Background: an optimization exercise with open tools, aiming at small area, a short achievable clock period and few clock cycles per item. Do not read the settings as production practice.
Function was checked by simulation only, so behaviour that the tests miss may differ from the original.

== old ==
## piccolo128_dec
module piccolo128_dec
(
  input  logic         clk,
  input  logic         reset,
  input  logic         start,
  input  logic [127:0] keyin,
  input  logic [63:0]  ciphertext,
  output logic         busy,
  output logic         done,
  output logic [63:0]  plaintext
);
  logic [127:0] r_key;
  logic [63:0]  r_s;
  logic [4:0]   r_c;           
  logic [15:0]  w_kin [8];
  logic [15:0]  w_k   [8];
  logic [3:0]   w_ksel;
  logic [31:0]  w_con;
  logic [15:0]  w_rk0, w_rk1;
  logic [63:0]  w_rnd, w_wk;
  always_comb begin
    for (int j = 0; j < 8; j++) begin
      w_kin[j] = keyin[127-16*j -: 16];
      w_k[j]   = r_key[127-16*j -: 16];
    end
  end
  assign w_ksel = piccolo_pkg::ksel(r_c);
  assign w_con  = piccolo_pkg::con128(r_c);
  assign w_rk0  = w_k[{w_ksel[3:2], 1'b0}] ^ w_con[31:16];
  assign w_rk1  = w_k[{w_ksel[1:0], 1'b1}] ^ w_con[15:0];
  piccolo_round u_round (
    .x   (r_s),
    .rk0 (w_rk0),
    .rk1 (w_rk1),
    .y   (w_rnd)
  );
  assign w_wk = (r_c == 5'd1) ?
                {w_k[0][15:8], w_k[1][7:0], 16'h0, w_k[1][15:8], w_k[0][7:0], 16'h0} : 64'h0;
  assign plaintext = piccolo_pkg::rp(r_s);
  always_ff @(posedge clk) begin
    if (!busy) begin
      r_key <= keyin;
      r_s   <= ciphertext ^ {w_kin[4][15:8], w_kin[7][7:0], 16'h0,
                             w_kin[7][15:8], w_kin[4][7:0], 16'h0};
      r_c   <= 5'd31;
    end else begin
  ...
For scale: ~940 cells after synthesis, roughly 260 I/O pins, ~11,000 µm² of cells after synthesis.
==> flow/config.mk <==
export PLATFORM = sky130hd
export DESIGN_NAME = piccolo128_dec
export DESIGN_NICKNAME = piccolo128_dec
export VERILOG_FILES = /design/flow/design.v
export SDC_FILE = /design/flow/constraint.sdc
export NUM_CORES = 4
export LEC_CHECK = 0
export CAP_MARGIN = 20
export CORE_MARGIN = 2
export CORE_UTILIZATION = 40
export SETUP_SLACK_MARGIN = 4.0
export SLEW_MARGIN = 20
==> flow/constraint.sdc <==
create_clock -name core_clock -period 6.0 [get_ports {clk}]
set_input_delay 1.2000 -clock core_clock [delete_from_list [all_inputs] [get_ports {clk}]]
set_output_delay 1.2000 -clock core_clock [all_outputs]
set_load 0.01 [all_outputs]
standard.sh (not shown) runs the stock make flow with config.mk's settings and CLKGATE_MAP_FILE= SYNTH_SCRIPT=/design/flow/synth_recipe.tcl, a recipe that flattens the netlist after the stock synthesis.
==> flow/flow/run.sh <==
#!/bin/bash
# Standard ORFS layout, except that the port buffers are the smallest
# buffer cell instead of the delay buffer buffer_ports picks on its own.
set -euo pipefail
export BUFFER_PORTS_ARGS="-buffer_cell sky130_fd_sc_hd__buf_1"
bash standard.sh > standard_flow.log 2>&1
Testbench counts of old, summed over its fixed seeds: cycles 8,440, blocks 256.
What new does differently from old at the input level:
==> flow/run.sh (new file) <==
#!/bin/bash
# synth_recipe.tcl (not shown) runs the flow's synth.tcl, then flattens the netlist and writes it again
# the make line also repeats each setting of config.mk as NAME=value (left out here)
make -C /OpenROAD-flow-scripts/flow DESIGN_CONFIG=/design/flow/config.mk WORK_HOME=/design/flow/orfs CLKGATE_MAP_FILE= SYNTH_SCRIPT=/design/flow/synth_recipe.tcl finish
--- a/flow/config.mk
+++ b/flow/config.mk
@@ -11 +11 @@
-export SETUP_SLACK_MARGIN = 4.0
+export SETUP_SLACK_MARGIN = 3.0
removed: flow/flow/run.sh
removed: flow/standard.sh
new: no failed stages, no open violations at the end. Cmp old and new / overall global routing resource usage / lower: new.

Starting RTL as in the previous note.
Design piccolo128_dec, start of the top module:
module piccolo128_dec
(
  input  logic         clk,
  input  logic         reset,
  input  logic         start,
  input  logic [127:0] keyin,
  input  logic [63:0]  ciphertext,
  output logic         busy,
  output logic         done,
  output logic [63:0]  plaintext
);
  logic [127:0] r_key;
  logic [63:0]  r_s;
  logic [4:0]   r_c;           
  logic [15:0]  w_kin [8];
  logic [15:0]  w_k   [8];
  logic [3:0]   w_ksel;
  logic [31:0]  w_con;
  logic [15:0]  w_rk0, w_rk1;
  logic [63:0]  w_rnd, w_wk;
  always_comb begin
    for (int j = 0; j < 8; j++) begin
      w_kin[j] = keyin[127-16*j -: 16];
      w_k[j]   = r_key[127-16*j -: 16];
    end
  end
  assign w_ksel = piccolo_pkg::ksel(r_c);
  assign w_con  = piccolo_pkg::con128(r_c);
  assign w_rk0  = w_k[{w_ksel[3:2], 1'b0}] ^ w_con[31:16];
  assign w_rk1  = w_k[{w_ksel[1:0], 1'b1}] ^ w_con[15:0];
  piccolo_round u_round (
    .x   (r_s),
    .rk0 (w_rk0),
    .rk1 (w_rk1),
    .y   (w_rnd)
  );
  assign w_wk = (r_c == 5'd1) ?
                {w_k[0][15:8], w_k[1][7:0], 16'h0, w_k[1][15:8], w_k[0][7:0], 16'h0} : 64'h0;
  assign plaintext = piccolo_pkg::rp(r_s);
  always_ff @(posedge clk) begin
    if (!busy) begin
      r_key <= keyin;
      r_s   <= ciphertext ^ {w_kin[4][15:8], w_kin[7][7:0], 16'h0,
                             w_kin[7][15:8], w_kin[4][7:0], 16'h0};
      r_c   <= 5'd31;
    end else begin
      r_s   <= piccolo_pkg::rp_inv(w_rnd ^ w_wk);
      r_c   <= r_c - 5'd1;
    end
  end
  always_ff @(posedge clk) begin
    if (reset) begin
      busy <= 1'b0;
      done <= 1'b0;
    end else begin
      done <= busy && (r_c == 5'd1);
      if (!busy) busy <= start && !done;
      else if (r_c == 5'd1) busy <= 1'b0;
    end
  end
endmodule
Settings: LEC_CHECK=0, CAP_MARGIN=20, CORE_MARGIN=2, CORE_UTILIZATION=40, SETUP_SLACK_MARGIN=3.5, SLEW_MARGIN=20; clock period 6.0 ns.
==> flow/flow/run.sh <==
#!/bin/bash
# Standard ORFS layout, except that the port buffers are the smallest
# buffer cell instead of the delay buffer buffer_ports picks on its own.
set -euo pipefail
export BUFFER_PORTS_ARGS="-buffer_cell sky130_fd_sc_hd__buf_1"
bash standard.sh > standard_flow.log 2>&1
Testbench counts at the start, summed over its fixed seeds: cycles 8,440, blocks 256.
==> next run, changes <==
Settings changed: SETUP_SLACK_MARGIN 3.5 to 2.5.
- wire length falls by 9.8%
- setup slack is worse by 0.62 ns
==> next run, changes <==
Settings changed: SETUP_SLACK_MARGIN 2.5 to 3.0.
Result: Routed wire length increases by a few percent; hold slack is better by 0.018 ns; global-route usage grows by 0.12 points; worst setup slack is better by 0.47 ns; register-to-register slack gets better by 0.47 ns; sequential share of layout area shrinks by 1.9 points; via count climbs by a few percent; synthesized area stays the same.

-- separate check: timing with driven ports --
Ports are ideal in the flow. The routed layouts listed here were re-timed in OpenROAD.
Step 1 assumes that a clkbuf_16 drives the clock port and a buf_2 every other input.
Step 2, shift: input delay + t, output delay - t, t = (earliest + latest rising clock arrival at the registers) / 2. This alone moves slack from input paths to output paths.
Three values: no drivers, after step 1, after step 2; two values: the first two.
run | t (ns) | setup WS [ns] | worst setup path at the end | slew at the worst register clock pin (ns) | worst data-port slew with drivers (ns)
old | 0.493 | 3.133 / 3.133 / 3.133 | register to register | 0.09 / 0.09 | 0.07
new | 0.485 | 3.092 / 3.061 / 3.092 | register to register | 0.08 / 0.08 | 0.06
the first run of note 2 | 0.493 | 3.234 / 3.234 / 3.234 | register to register | 0.08 / 0.08 | 0.09
the second run of note 2 | 0.491 | 2.616 / 2.616 / 2.616 | register to register | 0.09 / 0.09 | 0.05
the third run of note 2 | 0.482 | 3.084 / 3.084 / 3.084 | register to register | 0.08 / 0.08 | 0.06
After both steps every run listed still meets setup and hold.
